From an optimization exercise on the open Yosys and OpenROAD flow, aimed at small area, a short achievable clock period and few clock cycles per item; shortcuts taken in it are not production practice. At most, simulation tests tie the RTL to the original design; equivalence was not proved. No functional check of the RTL was part of runs 1 to 5. The flow treats the clock pin as an ideal source, which a real chip does not have. Power and IR drop assume default switching activity.

--- flow/design.v ---
`timescale 1ns/1ps
`default_nettype none
package wl_data_pkg;
    typedef logic [8-1:0] weight_t;
    typedef logic [4*8-1:0] weight_vec_t;
    typedef union packed {
        weight_vec_t                  by_ch;     
        weight_t [4-1:0]     by_col;    
    } rom_word_u;
    typedef logic [4*4*4*8-1:0] kernel_t;
endpackage
`default_nettype wire
`timescale 1ns/1ps
`default_nettype none
package wl_ctrl_pkg;
    typedef logic [14-1:0]   rom_addr_t;    
    typedef logic [7-1:0]  group_t;       
    typedef logic [6-1:0] out_ch_t;      
    typedef logic [$clog2(4)-1:0]            row_t;   
    typedef logic [$clog2(4*4)-1:0] pos_t;   
    typedef enum logic [1:0] {
        SEQ_IDLE,
        SEQ_RUN,
        SEQ_DONE
    } seq_state_t;
    typedef enum logic [2:0] {
        L_IDLE,
        L_SKEW,      
        L_BURST,     
        L_GAP,       
        L_DONE
    } lane_state_t;
endpackage
`default_nettype wire
`timescale 1ns/1ps
`default_nettype none
module weight_loader (
    input  logic                     clk,
    input  logic                     reset,
    input  logic                     start,
    input  logic                     stall,          
    input  logic                     single_ch,      
    input  logic [6:0]               ch_groups,
    input  logic [5:0]               out_ch,
    input  logic [13:0]              base_addr,
    input  logic [31:0]              rom_data_0,
    input  logic [31:0]              rom_data_1,
    input  logic [31:0]              rom_data_2,
    input  logic [31:0]              rom_data_3,
    output logic                     rom_rd_en,
    output logic [13:0]              rom_addr,
    output logic [127:0]             col_weights,    
    output logic                     idle,
    output logic                     done
);
    logic        run_q;          
    logic        done_q;         
    logic [2:0]  ph_q;           
    logic [1:0]  row_q;          
    logic [6:0]  grp_q;          
    logic        rdn_q;          
    logic        rdv_q;          
    logic [13:0] addr_q;         
    logic [3:0]  vn_q;           
    logic [3:0]  vhn_q;          
    logic        step;
    logic        go;
    logic        pre;
    logic        last;
    logic        ph6;
    logic        row3;
    logic        fin;
    logic        v0_n;
    logic        horner;
    logic        hb_n;
    logic        hb_q;           
    logic [13:0] add_b;
    logic [13:0] sum;
    logic [11:0] mcand;          
    assign step = !stall;
    assign go   = start && !run_q;
    assign pre  = (grp_q == 7'd0);            
    assign last = (grp_q == ch_groups);
    assign ph6  = (ph_q == 3'd6);
    assign row3 = (row_q == 2'd3);
    assign fin  = ph6 && row3 && last;
    assign v0_n = run_q && (ph6 ? (row3 ? !last : !pre) : (ph_q < 3'd3 && !pre));
    assign horner = pre && !(row3 && (ph_q == 3'd5 || ph_q == 3'd6));
    assign mcand  = c3_q[11:0];
    always_comb begin
        case ({row_q[0], ph_q})
            4'b0_101: hb_n = ch_groups[1];
            4'b0_110: hb_n = ch_groups[2];
            4'b1_000: hb_n = ch_groups[3];
            4'b1_001: hb_n = ch_groups[4];
            4'b1_010: hb_n = ch_groups[5];
            default:  hb_n = ch_groups[6];
        endcase
        if (go)   hb_n = ch_groups[0];
    end
    always_comb begin
        if (horner) add_b = hb_q ? {mcand, 2'b00} : 14'd0;
        else        add_b = single_ch ? 14'd4 : 14'd1;
    end
    assign sum = addr_q + add_b;
    always_ff @(posedge clk) begin
        if (reset) begin
            run_q  <= 1'b0;
            done_q <= 1'b0;
            rdn_q  <= 1'b1;
            vn_q   <= '1;
            vhn_q  <= '1;
        end else if (step) begin
            vn_q  <= {vn_q[2:0], !v0_n};
            vhn_q <= {vhn_q[2:0], !(v0_n && !single_ch)};
            if (go) begin
                run_q  <= 1'b1;
                done_q <= 1'b0;
                rdn_q  <= 1'b1;
            end else if (run_q) begin
                if (fin) begin
                    run_q  <= 1'b0;
                    done_q <= 1'b1;
                end
                rdn_q <= !((ph_q == 3'd4) &&
                          (single_ch ? (row3 && !last) : (!row3 || !last)));
            end
        end
    end
    always_ff @(posedge clk) begin
        if (step) begin
            hb_q <= hb_n;
            if (go) begin
                ph_q  <= 3'd5;
                row_q <= 2'd2;
                grp_q <= '0;
            end else begin
                ph_q <= ph6 ? 3'd0 : ph_q + 3'd1;
                if (ph6) begin
                    row_q <= row_q + 2'd1;
                    if (row3) grp_q <= grp_q + 7'd1;
                end
            end
        end
    end
    assign rom_rd_en = !(rdn_q || stall);
    assign rom_addr  = addr_q;
    always_ff @(posedge clk) begin
        rdv_q <= rom_rd_en && !reset;
        if (step && go) begin
            addr_q <= base_addr;
        end else if ((step && run_q && horner) || rom_rd_en) begin
            addr_q <= sum;
        end
    end
    assign idle = !run_q;
    assign done = done_q;
    logic [31:0] rn_q [4];       
    logic [31:0] c3_q;           
    logic        dsel;           
    logic        reg_m;
    logic        sgl_m;
    logic        ph0, ph1, ph2, ph012;
    logic        row0, row1, row2;
    assign dsel  = run_q && !rdv_q;
    assign reg_m = dsel && !single_ch;
    assign sgl_m = dsel && single_ch;
    assign ph0   = (ph_q == 3'd0);
    assign ph1   = (ph_q == 3'd1);
    assign ph2   = (ph_q == 3'd2);
    assign ph012 = (ph_q < 3'd3);
    assign row0  = (row_q == 2'd0);
    assign row1  = (row_q == 2'd1);
    assign row2  = (row_q == 2'd2);
    always_ff @(posedge clk) begin
        if (rdv_q) begin
            c3_q <= rom_data_3;
        end else if (step && go) begin
            c3_q[11:0] <= 12'(out_ch);
        end else if (step && run_q && horner) begin
            c3_q[11:0] <= {c3_q[10:0], 1'b0};
        end
    end
    logic        s_r1, s_r2, s_c3, s_sh;     
    logic        t_r1, t_r2, t_c3;           
    logic        t_f1, t_f2;                 
    logic        s0_sh;                      
    logic        s0_r1, s0_r2;               
    logic        r0_en;
    logic [31:0] r0_n;
    always_comb begin
        s0_r1 = reg_m && ph0;
        s0_r2 = reg_m && ph1;
        s_c3  = (reg_m && ph2) || (sgl_m && ph6 && row2);
        s_r1  = s0_r1 || (sgl_m && ph6 && row0);
        s_r2  = s0_r2 || (sgl_m && ph6 && row1);
        s_sh  = sgl_m && ph012;
        s0_sh = s_sh || (sgl_m && ph6 && (row0 || row1));
        t_r1  = s_r1 || (sgl_m && ph0 && row1);
        t_r2  = s_r2;
        t_c3  = s_c3;
        t_f1  = sgl_m && ph0 && !row1;
        t_f2  = sgl_m && !ph0 && ph012;
        r0_en = rdv_q || (step && (s0_r1 || s0_r2 || s_c3 || s_r1 || s_r2 || s_sh || s0_sh));
        r0_n[7:0]   = ({8{rdv_q}} & ~rom_data_0[7:0])
                    | ({8{s0_r1}} & rn_q[1][7:0])
                    | ({8{s0_r2}} & rn_q[2][7:0])
                    | ({8{s_c3}}  & ~c3_q[7:0])
                    | ({8{s0_sh}} & rn_q[0][15:8]);
        r0_n[23:8]  = ({16{rdv_q}} & ~rom_data_0[23:8])
                    | ({16{s_r1}}  & rn_q[1][23:8])
                    | ({16{s_r2}}  & rn_q[2][23:8])
                    | ({16{s_c3}}  & ~c3_q[23:8])
                    | ({16{s_sh}}  & rn_q[0][31:16]);
        r0_n[31:24] = ({8{rdv_q}} & ~rom_data_0[31:24])
                    | ({8{t_r1}}  & rn_q[1][31:24])
                    | ({8{t_r2}}  & rn_q[2][31:24])
                    | ({8{t_c3}}  & ~c3_q[31:24])
                    | ({8{t_f1}}  & rn_q[1][7:0])
                    | ({8{t_f2}}  & rn_q[2][7:0]);
    end
    always_ff @(posedge clk) begin
        if (r0_en) rn_q[0] <= r0_n;
    end
    logic        c1_lo_en, c1_mid_en, c1_hi_en, c1_park;
    assign c1_lo_en  = rdv_q || (step && !ph6);
    assign c1_mid_en = rdv_q || (step && !ph6 && !single_ch);
    assign c1_park   = sgl_m && ph6 && row0;
    assign c1_hi_en  = c1_mid_en || (step && c1_park);
    always_ff @(posedge clk) begin
        if (c1_lo_en)  rn_q[1][7:0]  <= rdv_q ? ~rom_data_1[7:0] : rn_q[0][7:0];
        if (c1_mid_en) rn_q[1][23:8] <= rdv_q ? ~rom_data_1[23:8] : rn_q[0][23:8];
        if (c1_hi_en)  rn_q[1][31:24] <= ({8{rdv_q}} & ~rom_data_1[31:24])
                                       | ({8{!rdv_q && !c1_park}} & rn_q[0][31:24])
                                       | ({8{!rdv_q && c1_park}} & rn_q[0][23:16]);
    end
    logic        c2_lo_en, c2_hi_en;
    assign c2_lo_en = rdv_q || (step && !ph6 && !ph0);
    assign c2_hi_en = rdv_q || (step && !ph6 && !ph0 && !single_ch);
    always_ff @(posedge clk) begin
        if (c2_lo_en) rn_q[2][7:0]  <= rdv_q ? ~rom_data_2[7:0] : rn_q[1][7:0];
        if (c2_hi_en) rn_q[2][31:8] <= rdv_q ? ~rom_data_2[31:8] : rn_q[1][31:8];
    end
    always_ff @(posedge clk) begin
        if (step) rn_q[3] <= rn_q[2];
    end
    for (genvar i = 0; i < 4; i++) begin : g_col
        assign col_weights[32*i +: 8]      = ~(rn_q[i][7:0]  | {8{vn_q[i]}});
        assign col_weights[32*i + 8 +: 24] = ~(rn_q[i][31:8] | {24{vhn_q[i]}});
    end
endmodule
`default_nettype wire
--- flow/flow/run.sh ---
#!/bin/bash
# The standard layout, with the port buffers made of the smallest buffer cell
# instead of the default choice, and after clock tree synthesis the stall
# input buffer wired straight to the rom_rd_en gate (flow/post_cts.tcl).
# Each tool's output goes to ORFS's own logs under orfs/logs/; make's output
# goes to standard.log.
set -euo pipefail
export BUFFER_PORTS_ARGS="-buffer_cell sky130_fd_sc_hd__buf_1"
export POST_CTS_TCL="$PWD/flow/post_cts.tcl"
bash standard.sh > standard.log 2>&1
--- flow/flow/post_cts.tcl ---
# Shorten the stall -> rom_rd_en feed-through: drive the gate that makes
# rom_rd_en straight from the stall input buffer (the buffer tree that
# repair inserted keeps the other loads), and give that buffer more drive.
proc wl_out_driver {net} {
  foreach it [$net getITerms] {
    if {[$it isOutputSignal]} { return $it }
  }
  return ""
}
proc wl_fix_stall_path {} {
  set db [ord::get_db]
  set block [ord::get_db_block]
  set snet [$block findNet stall]
  set ibuf ""
  foreach it [$snet getITerms] {
    if {[$it isInputSignal]} { set ibuf [$it getInst] }
  }
  if {$ibuf eq ""} { puts "wl: no stall input buffer"; return }
  set ibo [[wl_out_driver_pin $ibuf] getNet]
  set rnet [$block findNet rom_rd_en]
  set obuf [[wl_out_driver $rnet] getInst]
  set gate_it [wl_out_driver [[$obuf findITerm A] getNet]]
  set gate [$gate_it getInst]
  puts "wl: input buffer [$ibuf getName] ([[$ibuf getMaster] getName]), gate [$gate getName] ([[$gate getMaster] getName]), output buffer [$obuf getName]"
  # Find the gate input fed (through buffers only) from the input buffer
  foreach it [$gate getITerms] {
    if {![$it isInputSignal]} { continue }
    set n [$it getNet]
    if {$n eq "NULL"} { continue }
    set hops 0
    set cur $n
    while {$hops < 6} {
      if {[$cur getName] eq [$ibo getName]} { break }
      set d [wl_out_driver $cur]
      if {$d eq ""} { set cur ""; break }
      set di [$d getInst]
      set m [[$di getMaster] getName]
      if {![string match "*__buf_*" $m] && ![string match "*__clkbuf_*" $m]} { set cur ""; break }
      set cur [[$di findITerm A] getNet]
      incr hops
    }
    if {$cur ne "" && $hops > 0} {
      puts "wl: reconnect [$gate getName]/[[$it getMTerm] getName] from [$n getName] to [$ibo getName] ($hops buffers skipped)"
      $it disconnect
      $it connect $ibo
    }
  }
  set m8 [$db findMaster sky130_fd_sc_hd__buf_8]
  $ibuf swapMaster $m8
}
proc wl_out_driver_pin {inst} {
  foreach it [$inst getITerms] {
    if {[$it isOutputSignal]} { return $it }
  }
}
wl_fix_stall_path
estimate_parasitics -placement
repair_timing_helper
detailed_placement
check_placement -verbose
report_checks -through [get_ports rom_rd_en]
--- flow/standard.sh ---
#!/bin/bash
# synth_recipe.tcl (not shown) runs the flow's synth.tcl, then flattens the netlist and writes it again
# the make line also repeats each setting of config.mk as NAME=value (left out here)
make -C /OpenROAD-flow-scripts/flow DESIGN_CONFIG=/design/flow/config.mk WORK_HOME=/design/flow/orfs CLKGATE_MAP_FILE= SYNTH_SCRIPT=/design/flow/synth_recipe.tcl "${@:-finish}"
--- flow/config.mk ---
export PLATFORM = sky130hd
export DESIGN_NAME = weight_loader
export DESIGN_NICKNAME = weight_loader
export VERILOG_FILES = /design/flow/design.v
export SDC_FILE = /design/flow/constraint.sdc
export NUM_CORES = 4
export LEC_CHECK = 0
export CAP_MARGIN = 20
export CORE_MARGIN = 2
export CORE_UTILIZATION = 40
export PLACE_DENSITY = 0.6
export SETUP_SLACK_MARGIN = 4.5
export SLEW_MARGIN = 20
--- flow/constraint.sdc ---
create_clock -name core_clock -period 8.0 [get_ports {clk}]
set_input_delay 1.6000 -clock core_clock [delete_from_list [all_inputs] [get_ports {clk}]]
set_output_delay 1.6000 -clock core_clock [all_outputs]
set_load 0.01 [all_outputs]
==> impl_metrics.py, run 1 <==
metrics = {
    "outcome": {
        "status": "finished clean",
    },
    "grt": {
        "grt_pass1_wl_um": 47900,
        "grtUsageTotal_pct": 24.6,
        "antenna_found_initial": 6,
        "grt-ovfl-total": 0,
        "grt_start_max_net_pins": 109,
        "grt_pass1_vias": 7861,
    },
    "placement": {
        "place_ws_ps": 3070,
        "dp.cells": 1533,
        "placed_area_sq_um": 11400,
        "dpl.hpwl_um": 23900,
        "gp_congestion": 0.870,
        "port_buffers": 304,
    },
    "layout": {
        "layout_commonest_cell": "buf_1",
        "mostFrequentLayoutCells": "301 x buf_1, 221 x nor2_1, 187 x edfxtp_1",
        "design_area_sq_um": 12200,
        "area_growth_pct": 21.7,
        "nNetsFinal": 1413,
        "fin_util_pct": 49.2,
        "drive_above_1_share_pct": 6.28,
        "instances_no_fill": 1579,
    },
    "setup_path": {
        "r2r_cells": 12,
        "cp_slowest_cell": "buf_12",
        "worst-setup-path-type": "input port to output pin",
        "rr_startpoint": "ph_q[0]$_SDFFCE_PP1N_",
        "endpoint_kind": "output pin",
        "path_max_fanout": 3,
        "cp.required_ps": 6400,
        "critPathLaunchType": "input port",
        "path_buf_inv": 2,
        "cp.arrival_ps": 1900,
        "path_delay_family": "buffers and inverters",
        "r2r_slack_ps": 4720,
        "critical-path-max-stage-delay_ps": 110,
        "rr_endpoint": "addr_q[11]$_DFFE_PP_",
        "crit_chain": "buf_12, nor2_4, buf_6",
    },
    "logic_synthesis": {
        "syn_nets": 1138,
        "synthArstFlopShare_pct": 0,
        "ys.warnings.count": 2,
        "syn_area_per_cell_sq_um": 10.5,
        "synth_edf_count": 187,
        "synth.distinct_cells": 64,
        "synth_seq_area_share_pct": 58.2,
        "synth_area_sq_um": 10100,
        "netlist_instances": 955,
        "ys_ff_latch": 199,
        "synthFlopType": "edfxtp_1",
    },
    "floorplan": {
        "coreArea_sq_um": 24900,
        "fp-row-count": 58,
        "die_area_sq_um": 26400,
        "initial_utilization_pct": 40.4,
        "die_w_um": 163,
        "die_height_um": 163,
        "io-pin-count": 305,
    },
    "min_path": {
        "hold_end": "rn_q[3][15]$_DFFE_PN_",
        "hp-class": "flop to flop",
        "hold_start": "rn_q[2][15]$_DFFE_PP_",
        "worstHoldPathCells": 0,
    },
    "routing": {
        "ant_nets": 0,
        "wl_per_cell_um": 21.0,
        "drt_iter0_drc": 960,
        "vias": 8559,
        "wirelength_um": 33100,
        "post-route-drc-count": 0,
        "dr.pass1.iters": 9,
        "vias_per_cell": 5.42,
    },
    "sta": {
        "skew_ps": 14.1,
        "fin_worst_hold_slack_ps": 496,
        "hold_viol": 0,
        "setup_violations": 0,
        "rsz0062_at_grt": "true",
        "setup_ws_ps": 4500,
        "slew_headroom_pct": 25.8,
        "period_share_pct": 43.8,
        "setup_tns_ps": 0,
        "slew_viol_final": 0,
        "worst_pin_slew_ps": 1100,
        "max_freq_ghz": 0.286,
        "post-route-min-period_ps": 3500,
    },
    "clock_tree": {
        "clk_pin_slew_ps": 80,
        "cts.sinks": 199,
        "cts_tree": "done",
        "clk_latency_ps": 440,
    },
    "flow_run": {
        "drv_cap": 0,
    },
    "power": {
        "p_leak_nw": 4.35,
        "p_per_area_nw_per_um2": 194,
        "vdd_ir_drop_max_v": 0.000134,
        "power_mw": 2.38,
    },
}
power by group:
| group | internal, mW | switching [mW] | total (mW) |
|---|---|---|---|
| sequential | 1.19 | 0.0517 | 1.24 |
| clock | 0.457 | 0.458 | 0.915 |
| combinational | 0.0859 | 0.138 | 0.224 |
| total | 1.73 | 0.648 | 2.38 |
routing by layer:
metal	track usage (%)	vias to the layer above	share of wire [%]	routed length, um
met1	34.0	4030	42	13900
met2	38.3	430	47	15500
met4	11.2	2	3.9	1310
met3	3.79	66	7.3	2410
li1	-	4031	-	-
met5	0	-	0.051	17
cells by family (layout without fill, tap and decap cells):
group	after synthesis	after routing	share of synthesized area [%]
muxes	5	5	0.498
buffers and inverters	110	397	4.59
AOI/OAI and AO/OA	234	235	16.2
and+or+nand+nor	362	362	15.7
adders and majority gates	23	23	2.86
DFF	199	199	58.2
other	0	6	0
xor gates and xnor gates	22	22	1.92
worst max-delay path by stage:
stage / to / slack (ps) / cells past startpoint / from
global route: addr_q[11]$_DFFE_PP_ / 4430 / 10 / single_ch
finish: rom_rd_en / 4500 / 3 / stall
detailed placement: rn_q[0][17]$_DFFE_PP_ / 3070 / 7 / single_ch
global placement: rn_q[0][27]$_DFFE_PP_ / 3160 / 7 / single_ch
floorplan: rom_rd_en / 4420 / 3 / stall
final cells by class:
class                           count  area, sq um
Antenna cell                        6         15.0
Timing Repair Buffer              319         1340
Multi-Input combinational cell    647         3800
Fill cell                        2420        12700
Clock buffer                       17          425
Clock inverter                     15          200
Tap cell                          330          413
Inverter                           46          178
Sequential cell                   199         5860
cells in the mapped netlist, drive strengths merged, types with 16 or more instances:
cell type | number | area share, %
ha | 23 | 2.9
clkbuf | 41 | 1.5
o211ai | 24 | 1.8
a222oi | 33 | 3.3
and2 | 17 | 1.1
o21ai | 32 | 1.6
nor2 | 225 | 8.5
nand2 | 63 | 2.4
edfxtp | 187 | 56
nor2b | 16 | 1.0
inv | 45 | 1.7
buf | 23 | 1.3
a21oi | 85 | 4.2
flip-flops by register name (all words and copies together), names as in the netlist, 2 cells and up:
register	count
rn_q	128
c3_q	32
addr_q	14
grp_q	7
vhn_q	4
vn_q	4
ph_q	3
row_q	2
==> run 2, diff against run 1 <==
--- a/flow/config.mk
+++ b/flow/config.mk
@@ -9,5 +9,5 @@
 export CORE_MARGIN = 2
 export CORE_UTILIZATION = 40
 export PLACE_DENSITY = 0.6
-export SETUP_SLACK_MARGIN = 4.5
+export SETUP_SLACK_MARGIN = 4.65
 export SLEW_MARGIN = 20
==> impl_metrics.py, run 2 <==
metrics = {
    "setup_path": {
        "path_max_fanout": 2,
        "r2r_cells": 12,
        "rr_endpoint": "addr_q[11]$_DFFE_PP_",
        "cp.arrival_ps": 1910,
        "r2r_slack_ps": 4820,
        "rr_startpoint": "ph_q[1]$_SDFFCE_PN0N_",
        "endpoint_kind": "output pin",
        "worst-setup-path-type": "input port to output pin",
        "cp.required_ps": 6400,
        "critPathLaunchType": "input port",
    },
    "routing": {
        "met2_length_um": 15900,
        "met3WireLength_um": 2720,
        "vias_per_cell": 5.44,
        "wl_per_cell_um": 21.0,
        "ant_nets": 0,
        "dr.pass1.iters": 10,
        "wl_met1_um": 13700,
        "vias": 8618,
        "route.top_layer_used": "met5",
        "post-route-drc-count": 0,
        "wirelength_um": 33300,
        "drt_iter0_drc": 943,
    },
    "sta": {
        "period_share_pct": 43.9,
        "rsz0062_at_grt": "true",
        "slew_headroom_pct": 24.0,
        "max_freq_ghz": 0.285,
        "slew_viol_final": 0,
        "post-route-min-period_ps": 3510,
        "skew_ps": 16.7,
        "setup_tns_ps": 0,
        "setup_violations": 0,
        "worst_pin_slew_ps": 1130,
        "hold_viol": 0,
    },
    "floorplan": {
        "die_w_um": 163,
        "die_height_um": 163,
        "fp-row-count": 58,
        "coreArea_sq_um": 24900,
        "initial_utilization_pct": 40.4,
        "die_area_sq_um": 26400,
        "io-pin-count": 305,
    },
    "logic_synthesis": {
        "synthArstFlopShare_pct": 0,
        "synth.distinct_cells": 64,
        "synth_area_leaders": "edfxtp_1 56%, nor2_1 8.3%, a21oi_1 4.2%, a222oi_1 3.3%, ha_1 2.9%",
        "synth_top_area_share_pct": 55.9,
        "synth_most_common_cell": "nor2_1",
        "synth_common_cells": "223 x nor2_1, 187 x edfxtp_1, 85 x a21oi_1",
        "syn_nets": 1138,
        "yosysTopAreaCell": "edfxtp_1",
        "ys.warnings.count": 2,
        "synth_area_sq_um": 10100,
        "synth_seq_area_share_pct": 58.2,
        "ys_ff_latch": 199,
        "netlist_instances": 955,
        "syn_area_per_cell_sq_um": 10.5,
        "synth_edf_count": 187,
        "synthFlopType": "edfxtp_1",
    },
    "grt": {
        "antenna_found_initial": 4,
        "grt_pass1_wl_um": 48200,
        "grt-ovfl-total": 0,
        "grt_start_max_net_pins": 110,
        "grt_pass1_vias": 7958,
        "grtUsageTotal_pct": 24.8,
    },
    "outcome": {
        "status": "finished clean",
    },
    "placement": {
        "port_buffers": 304,
        "gp_congestion": 0.862,
        "dpl.hpwl_um": 23800,
    },
    "layout": {
        "nNetsFinal": 1420,
        "drive_above_1_share_pct": 7.04,
        "mostFrequentLayoutCells": "301 x buf_1, 221 x nor2_1, 187 x edfxtp_1",
        "layout_commonest_cell": "buf_1",
        "largest_reg_flops": 128,
        "area_growth_pct": 22.6,
        "largest-register": "rn_q",
        "top_regs": "rn_q x128, c3_q x32, addr_q x14",
    },
    "min_path": {
        "worstHoldPathCells": 0,
        "hold_end": "rn_q[3][15]$_DFFE_PN_",
        "hold_start": "rn_q[2][15]$_DFFE_PP_",
        "hp-class": "flop to flop",
    },
    "power": {
        "p_leak_nw": 4.39,
        "vdd_ir_drop_max_v": 0.000145,
        "power_mw": 2.35,
        "p_per_area_nw_per_um2": 191,
    },
    "clock_tree": {
        "cts_tree": "done",
        "cts.sinks": 199,
        "clk_latency_ps": 450,
        "clk_pin_slew_ps": 70,
    },
    "flow_run": {
        "drv_cap": 0,
    },
}
[run 2: cell counts after synthesis]
Identical to the previous run, type by type.
[run 2: report_power, final]
| group | total [mW] | leakage [nW] | switching, mW | internal [mW] |
|---|---|---|---|---|
| clock network | 0.879 | 0.291 | 0.456 | 0.423 |
| logic | 0.228 | 2.24 | 0.139 | 0.0889 |
| registers | 1.24 | 1.86 | 0.0520 | 1.19 |
[run 2: stage by stage]
step           worst slack, ps  area [sq um]  util (%)  cells  hold WS (ps)
2_1_floorplan             4420         10100         -    955           452
3_3_place_gp              3120         11400      45.8   1532           466
3_5_place_dp              3010         11400      45.8   1532           472
5_1_grt                   4490         12300      49.5   1582           515
6_report                  4490         12300      49.5   1583           492
[run 2: area by class of cell]
type | count | area [sq um]
clock buffers | 17 | 425
repair buffers | 326 | 1430
well taps | 330 | 413
inverters | 46 | 180
fillers | 2383 | 12600
diodes | 3 | 7.51
clock inverters | 15 | 176
multi-input cells | 647 | 3830
flip-flops and latches | 199 | 5860
[run 2: cell families (layout without fill, tap and decap cells)]
logic type | after synthesis | after routing | synth area share [%]
AOI/OAI and AO/OA | 234 | 235 | 16.2
adders and majority gates | 23 | 23 | 2.86
and+or+nand+nor | 362 | 362 | 15.7
muxes | 5 | 5 | 0.498
xor gates and xnor gates | 22 | 22 | 1.92
DFF | 199 | 199 | 58.2
buffers and inverters | 110 | 404 | 4.59
other | 0 | 3 | 0
[run 2: per-layer routing]
| layer | vias to the layer above | GRT usage [%] |
|---|---|---|
| li1 | 4038 | - |
| met1 | 4120 | 33.7 |
| met2 | 403 | 39.9 |
| met3 | 53 | 3.87 |
| met4 | 4 | 9.98 |
| met5 | - | 0 |
[run 2: how the worst max path moves through the flow]
| stage | start | end | depth (start not counted) |
|---|---|---|---|
| 6_report | stall | rom_rd_en | 3 |
| 5_1_grt | stall | rom_rd_en | 3 |
| 3_5_place_dp | single_ch | rn_q[0][14]$_DFFE_PP_ | 7 |
| 3_3_place_gp | single_ch | rn_q[0][27]$_DFFE_PP_ | 7 |
| 2_1_floorplan | stall | rom_rd_en | 3 |
[run 2: critical path: stages]
cell    delay (ps)
buf_12         110
nor2_4          90
buf_6          110
==> run 3, diff against run 2 <==
--- a/flow/config.mk
+++ b/flow/config.mk
@@ -9,5 +9,5 @@
 export CORE_MARGIN = 2
 export CORE_UTILIZATION = 40
 export PLACE_DENSITY = 0.6
-export SETUP_SLACK_MARGIN = 4.65
+export SETUP_SLACK_MARGIN = 4.8
 export SLEW_MARGIN = 20
==> impl_metrics.py, run 3 <==
metrics = {
    "outcome": {
        "status": "finished clean",
    },
    "floorplan": {
        "die_area_sq_um": 26400,
        "initial_utilization_pct": 40.4,
        "die_w_um": 163,
        "coreArea_sq_um": 24900,
        "die_height_um": 163,
        "io-pin-count": 305,
        "fp-row-count": 58,
    },
    "logic_synthesis": {
        "synth_seq_area_share_pct": 58.2,
        "synth_most_common_cell": "nor2_1",
        "synth_area_leaders": "edfxtp_1 56%, nor2_1 8.3%, a21oi_1 4.2%, a222oi_1 3.3%, ha_1 2.9%",
        "synth_area_sq_um": 10100,
        "yosysTopAreaCell": "edfxtp_1",
        "synth.distinct_cells": 64,
        "synth_common_cells": "223 x nor2_1, 187 x edfxtp_1, 85 x a21oi_1",
        "synthFlopType": "edfxtp_1",
        "syn_nets": 1138,
        "ys.warnings.count": 2,
        "synth_top_area_share_pct": 55.9,
        "netlist_instances": 955,
        "ys_ff_latch": 199,
        "synthArstFlopShare_pct": 0,
        "syn_area_per_cell_sq_um": 10.5,
        "synth_edf_count": 187,
    },
    "layout": {
        "layout_commonest_cell": "buf_1",
        "drive_above_1_share_pct": 8.43,
        "nNetsFinal": 1427,
        "largest-register": "rn_q",
        "largest_reg_flops": 128,
        "top_regs": "rn_q x128, c3_q x32, addr_q x14",
        "fin_util_pct": 50.1,
        "mostFrequentLayoutCells": "301 x buf_1, 220 x nor2_1, 187 x edfxtp_1",
        "multiInputGateArea_sq_um": 3900,
        "area_growth_pct": 24.0,
        "seqCellArea_sq_um": 5870,
        "fill_cells": 2354,
        "design_area_sq_um": 12500,
    },
    "grt": {
        "antenna_found_initial": 2,
        "grtUsageTotal_pct": 24.6,
        "grt_start_max_net_pins": 92,
        "grt-ovfl-total": 0,
        "grt_pass1_vias": 7955,
        "grt_pass1_wl_um": 47500,
    },
    "power": {
        "vdd_ir_drop_max_v": 0.000120,
        "p_leak_nw": 4.44,
        "p_per_area_nw_per_um2": 191,
    },
    "clock_tree": {
        "cts.sinks": 199,
        "clk_latency_ps": 450,
        "clk_pin_slew_ps": 80,
        "cts_tree": "done",
    },
    "setup_path": {
        "cp.required_ps": 6400,
        "critPathLaunchType": "input port",
        "cp_slowest_cell": "buf_12",
        "r2r_slack_ps": 4880,
        "cp.arrival_ps": 1890,
        "path_max_fanout": 2,
        "path_buf_inv": 2,
        "endpoint_kind": "output pin",
        "path_delay_family": "buffers and inverters",
        "worst-setup-path-type": "input port to output pin",
        "crit_chain": "buf_12, nor2_4, buf_6",
        "critical-path-max-stage-delay_ps": 110,
    },
    "sta": {
        "slew_headroom_pct": 30.5,
        "rsz0062_at_grt": "true",
        "setup_tns_ps": 0,
        "skew_ps": 14.7,
        "worst_pin_slew_ps": 1030,
        "setup_ws_ps": 4510,
        "slew_viol_final": 0,
        "max_freq_ghz": 0.286,
        "setup_violations": 0,
        "post-route-min-period_ps": 3490,
        "hold_viol": 0,
        "period_share_pct": 43.7,
    },
    "placement": {
        "port_buffers": 304,
        "place_ws_ps": 2970,
        "dpl.hpwl_um": 24000,
        "gp_congestion": 0.845,
        "placed_area_sq_um": 11500,
    },
    "routing": {
        "vias_per_cell": 5.51,
        "wl_per_cell_um": 21.2,
        "drt_iter0_drc": 928,
        "dr.pass1.iters": 10,
        "vias": 8749,
        "post-route-drc-count": 0,
        "wirelength_um": 33700,
        "ant_nets": 0,
    },
    "flow_run": {
        "drv_cap": 0,
    },
    "min_path": {
        "hp-class": "flop to flop",
    },
}
run 3: final cells by class:
class / instances / area share [%]
clock inverter: 15 / 1.59
antenna: 2 / 0.0401
sequential: 199 / 47.1
inverter: 46 / 1.58
tap: 330 / 3.31
multi-input combinational: 648 / 31.2
timing repair buffer: 332 / 11.8
clock buffer: 17 / 3.41
run 3: kinds of logic (layout without fill, tap and decap cells):
kind of cell	after synthesis	in the layout	share of synthesized area (%)
buffers and inverters	110	410	4.59
adders and majority gates	23	23	2.86
xor gates and xnor gates	22	22	1.92
and+or+nand+nor	362	362	15.7
AOI/OAI and AO/OA	234	236	16.2
DFF	199	199	58.2
other	0	2	0
muxes	5	5	0.498
run 3: power by group:
| group | leakage [nW] | switching [mW] | total [mW] | internal, mW |
|---|---|---|---|---|
| clock | 0.302 | 0.471 | 0.903 | 0.431 |
| combinational | 2.28 | 0.145 | 0.238 | 0.0931 |
| sequential | 1.86 | 0.0518 | 1.24 | 1.19 |
| total | 4.44 | 0.668 | 2.38 | 1.71 |
run 3: stage by stage:
| step | hold WS, ps | std cells | power, mW |
|---|---|---|---|
| final | 495 | 1589 | 2.38 |
| after detailed placement | 475 | 1533 | 1.48 |
| after floorplan | 452 | 955 | 1.37 |
| after global placement | 463 | 1533 | 1.48 |
| after global routing | 495 | 1589 | 2.46 |
run 3: worst register-to-register path: stages, from the launching register on:
cell      delay, ps
edfxtp_1        510
nor4_4          370
buf_4           200
o211a_1         240
nand3_1         110
o21ai_2         100
ha_2            310
and3_4          210
o221ai_4        210
nand4b_1        130
a31oi_1         210
xor2_1          200
o21ai_1          80
run 3: layer usage:
| layer | wire [um] | track usage [%] |
|---|---|---|
| met2 | 15900 | 39.3 |
| met3 | 2670 | 3.85 |
| met1 | 14000 | 33.4 |
| met4 | 1210 | 10.8 |
| met5 | 0 | 0 |
run 3: final timing paths:
path,startpoint,endpoint,depth (start not counted)
max,stall,rom_rd_en,3
min,rn_q[2][15]$_DFFE_PP_,rn_q[3][15]$_DFFE_PN_,0
max reg2reg,grp_q[5]$_SDFFCE_PP0P_,addr_q[11]$_DFFE_PP_,12
min reg2reg,rn_q[2][15]$_DFFE_PP_,rn_q[3][15]$_DFFE_PN_,0
==> run 4, diff against run 3 <==
--- a/flow/flow/post_cts.tcl
+++ b/flow/flow/post_cts.tcl
@@ -53,7 +53,28 @@
     if {[$it isOutputSignal]} { return $it }
   }
 }
+proc wl_size_clock_tree {} {
+  set db [ord::get_db]
+  set block [ord::get_db_block]
+  set m16 [$db findMaster sky130_fd_sc_hd__clkbuf_16]
+  foreach inst [$block getInsts] {
+    set m [[$inst getMaster] getName]
+    if {![string match "sky130_fd_sc_hd__clkbuf_*" $m] || $m eq "sky130_fd_sc_hd__clkbuf_16"} { continue }
+    if {![string match "clkbuf_*" [$inst getName]]} { continue }
+    set out [wl_out_driver_pin $inst]
+    set n [$out getNet]
+    set loads 0
+    foreach it [$n getITerms] { if {[$it isInputSignal]} { incr loads } }
+    set root [string match "clkbuf_0_*" [$inst getName]]
+    if {$root || $loads >= $::wl_leaf_max} {
+      puts "wl: [$inst getName] $m with $loads loads -> clkbuf_16"
+      $inst swapMaster $m16
+    }
+  }
+}
+set ::wl_leaf_max 15
 wl_fix_stall_path
+wl_size_clock_tree
 estimate_parasitics -placement
 repair_timing_helper
 detailed_placement
--- a/flow/config.mk
+++ b/flow/config.mk
@@ -8,6 +8,7 @@
 export CAP_MARGIN = 20
 export CORE_MARGIN = 2
 export CORE_UTILIZATION = 40
+export CTS_BUF_LIST = sky130_fd_sc_hd__clkbuf_8
 export PLACE_DENSITY = 0.6
-export SETUP_SLACK_MARGIN = 4.8
+export SETUP_SLACK_MARGIN = 4.65
 export SLEW_MARGIN = 20
==> impl_metrics.py, run 4 <==
metrics = {
    "logic_synthesis": {
        "synth_common_cells": "223 x nor2_1, 187 x edfxtp_1, 85 x a21oi_1",
        "synth_area_sq_um": 10100,
        "synth_area_leaders": "edfxtp_1 56%, nor2_1 8.3%, a21oi_1 4.2%, a222oi_1 3.3%, ha_1 2.9%",
        "yosysTopAreaCell": "edfxtp_1",
        "synthArstFlopShare_pct": 0,
        "syn_nets": 1138,
        "synth_most_common_cell": "nor2_1",
        "synth_seq_area_share_pct": 58.2,
        "synth_edf_count": 187,
        "ys_ff_latch": 199,
        "ys.warnings.count": 2,
        "synthFlopType": "edfxtp_1",
        "synth_top_area_share_pct": 55.9,
        "syn_area_per_cell_sq_um": 10.5,
        "synth.distinct_cells": 64,
        "netlist_instances": 955,
    },
    "sta": {
        "worst_pin_slew_ps": 1100,
        "slew_headroom_pct": 25.8,
        "rsz0062_at_grt": "true",
        "max_freq_ghz": 0.285,
        "slew_viol_final": 0,
        "post-route-min-period_ps": 3510,
        "period_share_pct": 43.9,
        "hold_viol": 0,
        "setup_violations": 0,
        "setup_ws_ps": 4490,
        "skew_ps": 27.6,
        "setup_tns_ps": 0,
    },
    "grt": {
        "grt_pass1_vias": 8002,
        "grt_pass1_wl_um": 48100,
        "grtUsageTotal_pct": 24.8,
        "grt-ovfl-total": 0,
        "antenna_found_initial": 4,
        "grt_start_max_net_pins": 110,
    },
    "setup_path": {
        "r2r_cells": 12,
        "r2r_slack_ps": 4850,
        "endpoint_kind": "output pin",
        "crit_chain": "buf_12, nor2_4, buf_6",
        "rr_endpoint": "addr_q[11]$_DFFE_PP_",
        "worst-setup-path-type": "input port to output pin",
        "cp_slowest_cell": "buf_12",
        "critical-path-max-stage-delay_ps": 110,
        "cp.required_ps": 6400,
        "rr_startpoint": "ph_q[1]$_SDFFCE_PN0N_",
        "critPathLaunchType": "input port",
        "cp.arrival_ps": 1910,
        "path_buf_inv": 2,
        "path_delay_family": "buffers and inverters",
        "path_max_fanout": 3,
        "startpoint": "stall",
    },
    "floorplan": {
        "die_w_um": 163,
        "die_area_sq_um": 26400,
        "coreArea_sq_um": 24900,
        "io-pin-count": 305,
        "die_height_um": 163,
        "initial_utilization_pct": 40.4,
        "fp-row-count": 58,
    },
    "min_path": {
        "hp-class": "flop to flop",
        "worstHoldPathCells": 0,
        "hold_start": "rn_q[2][9]$_DFFE_PP_",
        "hold_end": "rn_q[3][9]$_DFFE_PN_",
    },
    "layout": {
        "nNetsFinal": 1421,
        "fill_cells": 2394,
        "largest-register": "rn_q",
        "area_growth_pct": 21.3,
        "drive_above_1_share_pct": 7.35,
        "largest_reg_flops": 128,
        "mostFrequentLayoutCells": "301 x buf_1, 221 x nor2_1, 187 x edfxtp_1",
        "layout_commonest_cell": "buf_1",
        "top_regs": "rn_q x128, c3_q x32, addr_q x14",
        "design_area_sq_um": 12200,
        "instances_no_fill": 1583,
        "seqCellArea_sq_um": 5860,
        "multiInputGateArea_sq_um": 3830,
    },
    "placement": {
        "placed_area_sq_um": 11400,
        "dpl.hpwl_um": 23800,
        "dp.cells": 1532,
        "place_ws_ps": 3010,
        "gp_congestion": 0.862,
        "port_buffers": 304,
    },
    "clock_tree": {
        "cts_tree": "done",
        "cts.sinks": 199,
        "clk_pin_slew_ps": 110,
        "clk_latency_ps": 420,
    },
    "routing": {
        "wirelength_um": 33200,
        "wl_per_cell_um": 21.0,
        "drt_iter0_drc": 984,
        "vias_per_cell": 5.45,
        "vias": 8622,
        "ant_nets": 0,
        "post-route-drc-count": 0,
        "dr.pass1.iters": 9,
    },
    "power": {
        "power_mw": 2.21,
        "p_per_area_nw_per_um2": 181,
        "vdd_ir_drop_max_v": 0.000113,
        "p_leak_nw": 4.33,
    },
    "outcome": {
        "status": "finished clean",
    },
    "flow_run": {
        "drv_cap": 0,
    },
}
[run 4: cell counts after synthesis]
No cell type changed its count.
[run 4: routing by layer]
| metal | track usage [%] | wire length, um | share of wire (%) | vias up |
|---|---|---|---|---|
| met5 | 0 | 29 | 0.087 | - |
| met4 | 9.45 | 1040 | 3.1 | 4 |
| met3 | 4.74 | 2760 | 8.3 | 60 |
| met2 | 39.8 | 15800 | 47 | 414 |
| met1 | 33.4 | 13600 | 41 | 4119 |
| li1 | - | - | - | 4025 |
[run 4: worst max path at each step]
stage / endpoint / slack, ps / cells past startpoint
3_5_place_dp: rn_q[0][14]$_DFFE_PP_ / 3010 / 7
2_1_floorplan: rom_rd_en / 4420 / 3
5_1_grt: rom_rd_en / 4490 / 3
3_3_place_gp: rn_q[0][27]$_DFFE_PP_ / 3120 / 7
6_report: rom_rd_en / 4490 / 3
[run 4: final cells by class]
class / instances / share of cell area (%)
tap: 330 / 3.39
timing repair buffer: 327 / 11.7
clock buffer: 17 / 2.47
antenna: 2 / 0.0410
multi-input combinational: 647 / 31.4
sequential: 199 / 48.1
clock inverter: 15 / 1.45
inverter: 46 / 1.48
[run 4: through the flow]
step / hold WS, ps / utilization, %
floorplan: 452 / -
global placement: 466 / 45.8
detailed placement: 472 / 45.8
global route: 525 / 49.0
finish: 502 / 49.0
[run 4: report_power, final]
part	total, mW	internal (mW)	switching [mW]
Clock	0.744	0.306	0.437
Sequential	1.24	1.19	0.0523
Combinational	0.228	0.0890	0.139
[run 4: cells by family (layout without fill, tap and decap cells)]
kind of cell               Yosys count  in the layout  share of synthesized area (%)
DFF                                199            199                           58.2
and+or+nand+nor                    362            362                           15.7
xor gates and xnor gates            22             22                           1.92
buffers and inverters              110            405                           4.59
adders and majority gates           23             23                           2.86
other                                0              2                              0
AOI/OAI and AO/OA                  234            235                           16.2
muxes                                5              5                          0.498
==> run 5, diff against run 4 <==
--- a/flow/flow/post_cts.tcl
+++ b/flow/flow/post_cts.tcl
@@ -72,7 +72,7 @@
     }
   }
 }
-set ::wl_leaf_max 15
+set ::wl_leaf_max 18
 wl_fix_stall_path
 wl_size_clock_tree
 estimate_parasitics -placement
==> impl_metrics.py, run 5 <==
metrics = {
    "logic_synthesis": {
        "synth_area_leaders": "edfxtp_1 56%, nor2_1 8.3%, a21oi_1 4.2%, a222oi_1 3.3%, ha_1 2.9%",
        "synth_most_common_cell": "nor2_1",
        "synth_area_sq_um": 10100,
        "synth_seq_area_share_pct": 58.2,
        "synth_top_area_share_pct": 55.9,
        "synthArstFlopShare_pct": 0,
        "synth_common_cells": "223 x nor2_1, 187 x edfxtp_1, 85 x a21oi_1",
        "netlist_instances": 955,
        "synth_edf_count": 187,
        "yosysTopAreaCell": "edfxtp_1",
        "syn_nets": 1138,
        "synthFlopType": "edfxtp_1",
        "ys.warnings.count": 2,
        "ys_ff_latch": 199,
        "synth.distinct_cells": 64,
        "syn_area_per_cell_sq_um": 10.5,
    },
    "setup_path": {
        "startpoint": "stall",
        "cp_slowest_cell": "buf_12",
        "crit_chain": "buf_12, nor2_4, buf_6",
        "endpoint_kind": "output pin",
        "cp.required_ps": 6400,
        "critical-path-max-stage-delay_ps": 110,
        "path_delay_family": "buffers and inverters",
        "critPathLaunchType": "input port",
        "rr_startpoint": "ph_q[1]$_SDFFCE_PN0N_",
        "path_max_fanout": 3,
        "path_buf_inv": 2,
        "cp.arrival_ps": 1910,
        "worst-setup-path-type": "input port to output pin",
    },
    "power": {
        "p_leak_nw": 4.32,
        "p_per_area_nw_per_um2": 179,
        "power_mw": 2.17,
        "vdd_ir_drop_max_v": 0.000113,
    },
    "routing": {
        "vias_per_cell": 5.45,
        "ant_nets": 0,
        "post-route-drc-count": 0,
        "wl_per_cell_um": 21.0,
        "wirelength_um": 33200,
        "dr.pass1.iters": 7,
        "drt_iter0_drc": 962,
        "vias": 8621,
    },
    "grt": {
        "grt-ovfl-total": 0,
        "grtUsageTotal_pct": 24.8,
        "grt_pass1_vias": 8018,
        "antenna_found_initial": 4,
        "grt_pass1_wl_um": 48200,
        "grt_start_max_net_pins": 110,
    },
    "layout": {
        "area_growth_pct": 20.9,
        "nNetsFinal": 1420,
        "mostFrequentLayoutCells": "301 x buf_1, 221 x nor2_1, 187 x edfxtp_1",
        "largest-register": "rn_q",
        "drive_above_1_share_pct": 7.04,
        "top_regs": "rn_q x128, c3_q x32, addr_q x14",
        "largest_reg_flops": 128,
        "instances_no_fill": 1582,
        "layout_commonest_cell": "buf_1",
    },
    "sta": {
        "slew_headroom_pct": 24.7,
        "period_share_pct": 43.9,
        "worst_pin_slew_ps": 1120,
        "rsz0062_at_grt": "true",
        "max_freq_ghz": 0.285,
        "skew_ps": 24.2,
        "setup_tns_ps": 0,
        "slew_viol_final": 0,
        "post-route-min-period_ps": 3510,
        "setup_violations": 0,
        "hold_viol": 0,
    },
    "floorplan": {
        "die_w_um": 163,
        "die_height_um": 163,
        "coreArea_sq_um": 24900,
        "io-pin-count": 305,
        "die_area_sq_um": 26400,
        "fp-row-count": 58,
        "initial_utilization_pct": 40.4,
    },
    "clock_tree": {
        "cts.sinks": 199,
        "clk_pin_slew_ps": 110,
        "clk_latency_ps": 410,
        "cts_tree": "done",
    },
    "min_path": {
        "hold_start": "rn_q[2][17]$_DFFE_PP_",
        "hp-class": "flop to flop",
    },
    "placement": {
        "dpl.hpwl_um": 23800,
        "gp_congestion": 0.862,
        "dp.cells": 1532,
        "port_buffers": 304,
    },
    "flow_run": {
        "drv_cap": 0,
    },
    "outcome": {
        "status": "finished clean",
    },
}
## run 5: cell counts after synthesis
No cell type changed its count.
## run 5: layer usage
metal	track usage, %	up-vias	share of wire [%]
met2	39.9	384	48
met3	4.79	55	7.9
met4	9.01	4	2.9
met5	0	-	0.069
met1	33.4	4148	41
li1	-	4030	-
## run 5: worst paths after layout
path | cells past startpoint | slack (ps) | endpoint
max reg2reg | 12 | 4820 | addr_q[11]$_DFFE_PP_
min | 0 | 500 | rn_q[3][17]$_DFFE_PN_
max | 3 | 4490 | rom_rd_en
min reg2reg | 0 | 500 | rn_q[3][17]$_DFFE_PN_
## run 5: per-stage QoR
stage               setup slack (ps)  utilization [%]  instance area, sq um  hold WS [ps]
floorplan                       4420                -                 10100           452
finish                          4490             48.8                 12200           498
detailed placement              3010             45.8                 11400           472
global route                    4490             48.8                 12200           525
global placement                3120             45.8                 11400           466
## run 5: power by group
group | internal (mW) | total [mW] | switching [mW]
logic | 0.0887 | 0.227 | 0.139
clock network | 0.275 | 0.705 | 0.430
registers | 1.19 | 1.24 | 0.0521
## run 5: cells by family after synthesis
family / synth area share (%)
fa+ha+maj: 2.86
mux: 0.498
simple gates: 15.7
compound gates: 16.2
flops: 58.2
xor+xnor: 1.92
buf+inv: 4.59
## run 5: cell type report
| class | instances | area, sq um |
|---|---|---|
| fill | 2400 | 12700 |
| antenna | 2 | 5.00 |
| tap | 330 | 413 |
| sequential | 199 | 5860 |
| clock buffer | 17 | 268 |
| multi-input combinational | 647 | 3830 |
| inverter | 46 | 180 |
| timing repair buffer | 326 | 1420 |
| clock inverter | 15 | 176 |
==> run 6, diff against run 5 <==
--- a/flow/design.v
+++ b/flow/design.v
@@ -74,6 +74,8 @@
     logic        horner;
     logic        hb_n;
     logic        hb_q;           
+    logic        hz_n;
+    logic        hz_q;           
     logic [13:0] add_b;
     logic [13:0] sum;
     logic [11:0] mcand;          
@@ -97,6 +99,15 @@
             default:  hb_n = ch_groups[6];
         endcase
         if (go)   hb_n = ch_groups[0];
+        case ({row_q[0], ph_q})
+            4'b0_101: hz_n = (ch_groups[6:2] == 5'd0);
+            4'b0_110: hz_n = (ch_groups[6:3] == 4'd0);
+            4'b1_000: hz_n = (ch_groups[6:4] == 3'd0);
+            4'b1_001: hz_n = (ch_groups[6:5] == 2'd0);
+            4'b1_010: hz_n = !ch_groups[6];
+            default:  hz_n = 1'b1;
+        endcase
+        if (go)   hz_n = (ch_groups[6:1] == 6'd0);
     end
     always_comb begin
         if (horner) add_b = hb_q ? {mcand, 2'b00} : 14'd0;
@@ -122,18 +133,23 @@
                     run_q  <= 1'b0;
                     done_q <= 1'b1;
                 end
-                rdn_q <= !((ph_q == 3'd4) &&
-                          (single_ch ? (row3 && !last) : (!row3 || !last)));
+                rdn_q <= !(((ph_q == 3'd4) &&
+                           (single_ch ? (row3 && !last) : (!row3 || !last))) ||
+                           (horner && hz_q));
             end
         end
     end
     always_ff @(posedge clk) begin
         if (step) begin
             hb_q <= hb_n;
+            hz_q <= hz_n;
             if (go) begin
                 ph_q  <= 3'd5;
                 row_q <= 2'd2;
                 grp_q <= '0;
+            end else if (horner && hz_q) begin
+                ph_q  <= 3'd5;                   
+                row_q <= 2'd3;
             end else begin
                 ph_q <= ph6 ? 3'd0 : ph_q + 3'd1;
                 if (ph6) begin
--- a/flow/flow/post_cts.tcl
+++ b/flow/flow/post_cts.tcl
@@ -53,28 +53,7 @@
     if {[$it isOutputSignal]} { return $it }
   }
 }
-proc wl_size_clock_tree {} {
-  set db [ord::get_db]
-  set block [ord::get_db_block]
-  set m16 [$db findMaster sky130_fd_sc_hd__clkbuf_16]
-  foreach inst [$block getInsts] {
-    set m [[$inst getMaster] getName]
-    if {![string match "sky130_fd_sc_hd__clkbuf_*" $m] || $m eq "sky130_fd_sc_hd__clkbuf_16"} { continue }
-    if {![string match "clkbuf_*" [$inst getName]]} { continue }
-    set out [wl_out_driver_pin $inst]
-    set n [$out getNet]
-    set loads 0
-    foreach it [$n getITerms] { if {[$it isInputSignal]} { incr loads } }
-    set root [string match "clkbuf_0_*" [$inst getName]]
-    if {$root || $loads >= $::wl_leaf_max} {
-      puts "wl: [$inst getName] $m with $loads loads -> clkbuf_16"
-      $inst swapMaster $m16
-    }
-  }
-}
-set ::wl_leaf_max 18
 wl_fix_stall_path
-wl_size_clock_tree
 estimate_parasitics -placement
 repair_timing_helper
 detailed_placement
--- a/flow/config.mk
+++ b/flow/config.mk
@@ -7,8 +7,7 @@
 export LEC_CHECK = 0
 export CAP_MARGIN = 20
 export CORE_MARGIN = 2
-export CORE_UTILIZATION = 40
-export CTS_BUF_LIST = sky130_fd_sc_hd__clkbuf_8
-export PLACE_DENSITY = 0.6
-export SETUP_SLACK_MARGIN = 4.65
+export CORE_UTILIZATION = 60
+export PLACE_DENSITY = 0.72
+export SETUP_SLACK_MARGIN = 4.5
 export SLEW_MARGIN = 20
==> impl_metrics.py, run 6 <==
metrics = {
    "layout": {
        "design_area_sq_um": 12400,
        "largest-register": "rn_q",
        "area_growth_pct": 23.3,
        "instances_no_fill": 1501,
        "fin_util_pct": 75.3,
        "layout_commonest_cell": "buf_1",
        "n_antenna_cell": 0,
        "mostFrequentLayoutCells": "301 x buf_1, 221 x nor2_1, 188 x edfxtp_1",
        "nNetsFinal": 1452,
        "drive_above_1_share_pct": 7.81,
        "top_regs": "rn_q x128, c3_q x32, addr_q x14",
        "largest_reg_flops": 128,
    },
    "routing": {
        "ant_nets": 0,
        "post-route-drc-count": 0,
        "vias": 9211,
        "vias_per_cell": 6.14,
        "wirelength_um": 32500,
        "wl_per_cell_um": 21.7,
        "dr.pass1.iters": 13,
        "drt_iter0_drc": 1347,
    },
    "sta": {
        "skew_ps": 14.1,
        "slew_headroom_pct": 25.1,
        "rsz0062_at_grt": "true",
        "max_freq_ghz": 0.287,
        "slew_viol_final": 0,
        "setup_violations": 0,
        "setup_ws_ps": 4510,
        "hold_viol": 0,
        "worst_pin_slew_ps": 1120,
        "post-route-min-period_ps": 3490,
        "period_share_pct": 43.6,
        "setup_tns_ps": 0,
    },
    "floorplan": {
        "die_height_um": 134,
        "die_area_sq_um": 17800,
        "fp-row-count": 47,
        "coreArea_sq_um": 16500,
        "initial_utilization_pct": 61.1,
        "die_w_um": 134,
        "io-pin-count": 305,
    },
    "setup_path": {
        "crit_chain": "buf_8, nor2_4, buf_6",
        "endpoint_kind": "output pin",
        "path_buf_inv": 2,
        "critPathLaunchType": "input port",
        "cp.arrival_ps": 1890,
        "path_max_fanout": 3,
        "cp_slowest_cell": "buf_8",
        "cp.required_ps": 6400,
        "worst-setup-path-type": "input port to output pin",
        "r2r_cells": 14,
        "critical-path-max-stage-delay_ps": 110,
        "cp.depth": 3,
        "path_delay_family": "buffers and inverters",
    },
    "logic_synthesis": {
        "ys_ff_latch": 200,
        "synth_area_sq_um": 10100,
        "synth_most_common_cell": "nor2_1",
        "synth.distinct_cells": 54,
        "yosysTopAreaCell": "edfxtp_1",
        "synthArstFlopShare_pct": 0,
        "synth_common_cells": "222 x nor2_1, 188 x edfxtp_1, 84 x a21oi_1",
        "syn_area_per_cell_sq_um": 10.3,
        "synth_top_area_share_pct": 56.1,
        "syn_nets": 1158,
        "synth_area_leaders": "edfxtp_1 56%, nor2_1 8.3%, a21oi_1 4.2%, a222oi_1 3.3%, nand2_1 3.1%",
        "synthFlopType": "edfxtp_1",
        "synth_seq_area_share_pct": 58.5,
        "synth_edf_count": 188,
        "ys.warnings.count": 2,
        "netlist_instances": 975,
    },
    "clock_tree": {
        "clk_pin_slew_ps": 70,
        "clk_latency_ps": 440,
        "cts_tree": "done",
        "cts.sinks": 200,
    },
    "min_path": {
        "worstHoldPathCells": 2,
        "hp-class": "flop to flop",
    },
    "placement": {
        "placed_area_sq_um": 11300,
        "dp.cells": 1441,
        "place_ws_ps": 3110,
        "gp_congestion": 0.925,
        "port_buffers": 304,
        "dpl.hpwl_um": 22400,
    },
    "grt": {
        "grt_pass1_wl_um": 48000,
        "grt-ovfl-total": 0,
        "grtUsageTotal_pct": 36.1,
        "grt_pass1_vias": 8360,
        "antenna_found_initial": 0,
        "grt_start_max_net_pins": 104,
    },
    "power": {
        "p_per_area_nw_per_um2": 192,
        "vdd_ir_drop_max_v": 0.000160,
        "p_leak_nw": 4.44,
    },
    "flow_run": {
        "drv_cap": 0,
    },
    "outcome": {
        "status": "finished clean",
    },
}
run 6: cell types whose count changed in the layout (fill, tap and decap cells not counted), sizes merged, moves of 6 or more:
cell	before	now
and3	5	14
o2111ai	1	9
clkinv	9	3
and2	17	3
a22oi	9	2
nand2	63	82
a22o	8	0
buf	325	336
run 6: kinds of logic (layout without fill, tap and decap cells):
| logic type | Yosys count | count (layout) | synth area share (%) |
|---|---|---|---|
| AND/OR/NAND/NOR | 377 | 377 | 16.2 |
| AO/OA/AOI/OAI | 237 | 238 | 16.0 |
| flip-flops | 200 | 200 | 58.5 |
| XOR/XNOR | 21 | 21 | 1.83 |
| adder cells (fa/ha/maj) | 23 | 23 | 2.86 |
| buffers and inverters | 112 | 417 | 4.23 |
| multiplexers | 5 | 5 | 0.497 |
run 6: final timing paths:
path                         startpoint              endpoint  slack, ps
hold reg to reg     done_q$_SDFFE_PP0P_   done_q$_SDFFE_PP0P_        490
hold / removal      done_q$_SDFFE_PP0P_   done_q$_SDFFE_PP0P_        490
setup reg to reg  ph_q[0]$_SDFFCE_PP1N_  addr_q[13]$_DFFE_PP_       4590
setup / recovery                  stall             rom_rd_en       4510
run 6: routing by layer:
layer	up-vias	wire length [um]	track usage, %	part of all wire, %
li1	4150	-	-	-
met3	77	4020	5.86	12
met4	0	1020	11.9	3.1
met1	4275	12400	51.7	38
met2	709	15100	56.8	46
met5	-	0	0	0
run 6: power by group:
group          leakage [nW]  internal (mW)  switching, mW  total, mW
Combinational          2.28         0.0925          0.144      0.236
Sequential             1.87           1.20         0.0538       1.25
Clock                 0.291          0.475          0.421      0.896
Total                  4.44           1.76          0.619       2.38
run 6: worst min-delay path: cells and delay by family (launching register included):
kind | cells | cell delay [ps]
AOI/OAI and AO/OA | 2 | 130
DFF | 1 | 320
run 6: layout make-up:
type                            count  area [sq um]
Timing Repair inverter              1          5.00
Clock inverter                     14           183
Inverter                           48           184
Multi-Input combinational cell    664          3930
Tap cell                          220           275
Fill cell                        1210          4060
Sequential cell                   200          5890
Timing Repair Buffer              337          1510
Clock buffer                       17           425
run 6: per-stage QoR:
| stage | hold slack [ps] | total power, mW |
|---|---|---|
| detailed placement | 477 | 1.48 |
| global route | 507 | 2.45 |
| floorplan | 451 | 1.38 |
| global placement | 473 | 1.48 |
| finish | 492 | 2.38 |
Testbench counts of run 6, summed over its fixed seeds: cycles 14,372, groups 499.
==> run 7, diff against run 6 <==
--- a/flow/config.mk
+++ b/flow/config.mk
@@ -7,7 +7,7 @@
 export LEC_CHECK = 0
 export CAP_MARGIN = 20
 export CORE_MARGIN = 2
-export CORE_UTILIZATION = 60
-export PLACE_DENSITY = 0.72
-export SETUP_SLACK_MARGIN = 4.5
+export CORE_UTILIZATION = 40
+export PLACE_DENSITY = 0.6
+export SETUP_SLACK_MARGIN = 4.3
 export SLEW_MARGIN = 20
==> impl_metrics.py, run 7 <==
metrics = {
    "grt": {
        "antenna_found_initial": 1,
        "grt-ovfl-total": 0,
        "grt_pass1_vias": 7989,
        "grtUsageTotal_pct": 24.8,
        "grt_start_max_net_pins": 117,
        "grt_pass1_wl_um": 48200,
    },
    "sta": {
        "hold_viol": 0,
        "skew_ps": 19.5,
        "slew_viol_final": 0,
        "slew_headroom_pct": 25.1,
        "worst_pin_slew_ps": 1120,
        "max_freq_ghz": 0.279,
        "post-route-min-period_ps": 3590,
        "setup_violations": 0,
        "setup_tns_ps": 0,
        "period_share_pct": 44.8,
        "rsz0062_at_grt": "false",
    },
    "logic_synthesis": {
        "synth_most_common_cell": "nor2_1",
        "yosys.area_share.adder_pct": 2.86,
        "synth_top_family_by_area": "simple AND/OR/NAND/NOR gates",
        "synth_seq_area_share_pct": 58.5,
        "synth_compound_area_share_pct": 16.0,
        "synth_edf_count": 188,
        "synthArstFlopShare_pct": 0,
        "ys.warnings.count": 2,
        "syn_area_per_cell_sq_um": 10.3,
        "synth_area_leaders": "edfxtp_1 56%, nor2_1 8.3%, a21oi_1 4.2%, a222oi_1 3.3%, nand2_1 3.1%",
        "synth_top_area_share_pct": 56.1,
        "synthXorXnorAreaFrac_pct": 1.83,
        "netlist_instances": 975,
        "synthFlopType": "edfxtp_1",
        "ys_ff_latch": 200,
        "synth.distinct_cells": 54,
        "synth_common_cells": "222 x nor2_1, 188 x edfxtp_1, 84 x a21oi_1",
        "synthMuxAreaShare_pct": 0.497,
        "syn_nets": 1158,
        "synth_area_sq_um": 10100,
        "yosys.area_share.simple_pct": 16.2,
        "yosysTopAreaCell": "edfxtp_1",
    },
    "power": {
        "switching_share_pct": 27.4,
        "clkPwrFrac_pct": 37.7,
        "p_per_area_nw_per_um2": 191,
        "switchingPower_mw": 0.647,
        "p_leak_nw": 4.37,
        "power.share.combinational_pct": 9.5,
        "vdd_ir_drop_max_v": 0.000115,
        "seqPwrFrac_pct": 52.9,
        "intPower_mw": 1.71,
        "power_mw": 2.36,
    },
    "placement": {
        "placed_area_sq_um": 11500,
        "dp.cells": 1554,
        "dpl.hpwl_um": 24400,
        "gp_congestion": 0.873,
        "port_buffers": 304,
    },
    "routing": {
        "ant_nets": 0,
        "vias_per_cell": 5.49,
        "vias": 8755,
        "wl_met1_um": 14100,
        "drt_iter0_drc": 1182,
        "wirelength_um": 33400,
        "wl_per_cell_um": 20.9,
        "post-route-drc-count": 0,
        "met2_length_um": 15500,
        "dr.pass1.iters": 10,
        "met3WireLength_um": 2850,
        "route.top_layer_used": "met5",
    },
    "min_path": {
        "hold_start": "rn_q[2][8]$_DFFE_PP_",
        "worstHoldPathCells": 0,
        "hp-class": "flop to flop",
        "hold_end": "rn_q[3][8]$_DFFE_PN_",
    },
    "layout": {
        "layout_commonest_cell": "buf_1",
        "largest_reg_flops": 128,
        "multiInputGateArea_sq_um": 3870,
        "fill_cells": 2420,
        "instances_no_fill": 1595,
        "largest-register": "rn_q",
        "design_area_sq_um": 12300,
        "fin_util_pct": 49.4,
        "drive_above_1_share_pct": 5.85,
        "nNetsFinal": 1434,
        "mostFrequentLayoutCells": "301 x buf_1, 221 x nor2_1, 188 x edfxtp_1",
        "seqCellArea_sq_um": 5890,
        "area_growth_pct": 22.4,
        "top_regs": "rn_q x128, c3_q x32, addr_q x14",
    },
    "clock_tree": {
        "cts.sinks": 200,
        "clk_pin_slew_ps": 80,
        "clk_latency_ps": 450,
        "cts_tree": "done",
    },
    "floorplan": {
        "coreArea_sq_um": 25000,
        "die_area_sq_um": 26400,
        "die_w_um": 163,
        "io-pin-count": 305,
        "die_height_um": 163,
        "fp-row-count": 58,
        "initial_utilization_pct": 40.3,
    },
    "setup_path": {
        "rr_startpoint": "grp_q[2]$_SDFFCE_PP0P_",
        "critPathLaunchType": "flop",
        "r2r_cells": 10,
        "critical-path-max-stage-delay_ps": 620,
        "path_delay_family": "simple AND/OR/NAND/NOR gates",
        "crit_chain": "or4_4, nor3_4, buf_4, and3_1, ha_1, a21oi_2, nor2_1, o31a_2, or4_1, a31oi_1",
        "cp.arrival_ps": 3880,
        "startpoint": "grp_q[2]$_SDFFCE_PP0P_",
        "rr_endpoint": "addr_q[13]$_DFFE_PP_",
        "r2r_slack_ps": 4410,
        "endpoint_kind": "flop",
        "path_max_fanout": 12,
        "cp_slowest_cell": "or4_4",
        "cp.required_ps": 8290,
        "path_buf_inv": 1,
        "worst-setup-path-type": "flop to flop",
    },
    "outcome": {
        "status": "finished clean",
    },
    "flow_run": {
        "drv_cap": 0,
    },
}
[run 7: cell count changes in the layout (fill, tap and decap cells not counted), moves of 3 or more]
cell / change
ha_4: -4
inv_6: -4
clkinv_8: +3
buf_4: -16
ha_1: +4
clkinvlp_4: -3
[run 7: how the worst max path moves through the flow]
| stage | cells after the start | endpoint | slack, ps |
|---|---|---|---|
| after floorplan | 3 | rom_rd_en | 4310 |
| after global placement | 6 | rn_q[0][17]$_DFFE_PP_ | 3050 |
| after detailed placement | 6 | rn_q[0][18]$_DFFE_PP_ | 2950 |
| after global routing | 13 | addr_q[13]$_DFFE_PP_ | 4300 |
| final | 10 | addr_q[13]$_DFFE_PP_ | 4410 |
[run 7: cells by family (layout without fill, tap and decap cells)]
group / after synthesis / after routing
simple gates: 377 / 377
buf+inv: 112 / 400
compound gates: 237 / 238
mux: 5 / 5
fa+ha+maj: 23 / 23
xor+xnor: 21 / 21
other cells: 0 / 1
flops: 200 / 200
[run 7: worst reg2reg max path, delay by kind of cell, from the launching register on]
kind | cells | cell delay, ps
AND/OR/NAND/NOR | 5 | 1700
AO/OA/AOI/OAI | 3 | 750
flip-flops | 1 | 470
adder cells (fa/ha/maj) | 1 | 290
buffers and inverters | 1 | 230
[run 7: layout make-up]
type                       instances  share of cell area (%)
clock buffer                      17                    3.45
inverter                          48                    1.46
tap                              330                    3.35
sequential                       200                    47.8
multi-input combinational        664                    31.4
antenna                            1                  0.0203
timing repair buffer             320                    11.0
clock inverter                    15                    1.54
[run 7: stage by stage]
| step | setup slack [ps] | hold WS (ps) |
|---|---|---|
| after floorplan | 4310 | 451 |
| after global placement | 3050 | 478 |
| after detailed placement | 2950 | 476 |
| after global routing | 4300 | 519 |
| final | 4410 | 507 |
[run 7: power groups by stage]
stage	clock, mW	combinational (mW)	sequential [mW]
2_1_floorplan	0	0.130	1.24
3_3_place_gp	0	0.210	1.27
3_5_place_dp	0	0.212	1.27
5_1_grt	0.941	0.247	1.25
6_report	0.888	0.223	1.25
[run 7: routing by layer]
metal	GRT usage (%)	up-vias
met5	0	-
met2	39.6	443
met3	4.58	55
met1	34.2	4135
li1	-	4120
met4	8.61	2

static timing again, ports no longer ideal:
The results above use ideal ports. As a check the final layouts listed here were re-extracted and re-timed, cells and wires unchanged. Step 1 assumes that a clkbuf_16 drives the clock port and a buf_2 every other input. Step 2 moves the port delays by t, midway between the first and last clock arrival at a register: inputs arrive t later, outputs are due t later. That takes back most of the time a late clock gives input paths. Slacks: no drivers / after step 1 / after step 2; pairs: no drivers / after step 1.
run	t, ns	setup slack, ns	hold slack, ns	worst setup path at the end	pins driven straight from the clock port
run 1	0.477	4.498 / 4.446 / 4.131	0.496 / 0.496 / 0.496	input to register	1
run 2	0.484	4.488 / 4.438 / 4.289	0.492 / 0.492 / 0.492	input to register	1
run 3	0.493	4.506 / 4.454 / 4.363	0.495 / 0.495 / 0.495	input to register	1
run 4	0.458	4.488 / 4.437 / 4.312	0.502 / 0.502 / 0.502	input to register	1
run 5	0.449	4.488 / 4.438 / 4.315	0.498 / 0.498 / 0.498	input to register	1
run 6	0.479	4.510 / 4.470 / 4.128	0.492 / 0.492 / 0.492	input to register	1
run 7	0.490	4.415 / 4.415 / 4.036	0.507 / 0.507 / 0.507	input to register	1
After both steps every run listed still meets setup and hold. The setup slack of run 6, which loses most, moves by -0.040 ns with the drivers and by -0.382 ns with both steps.
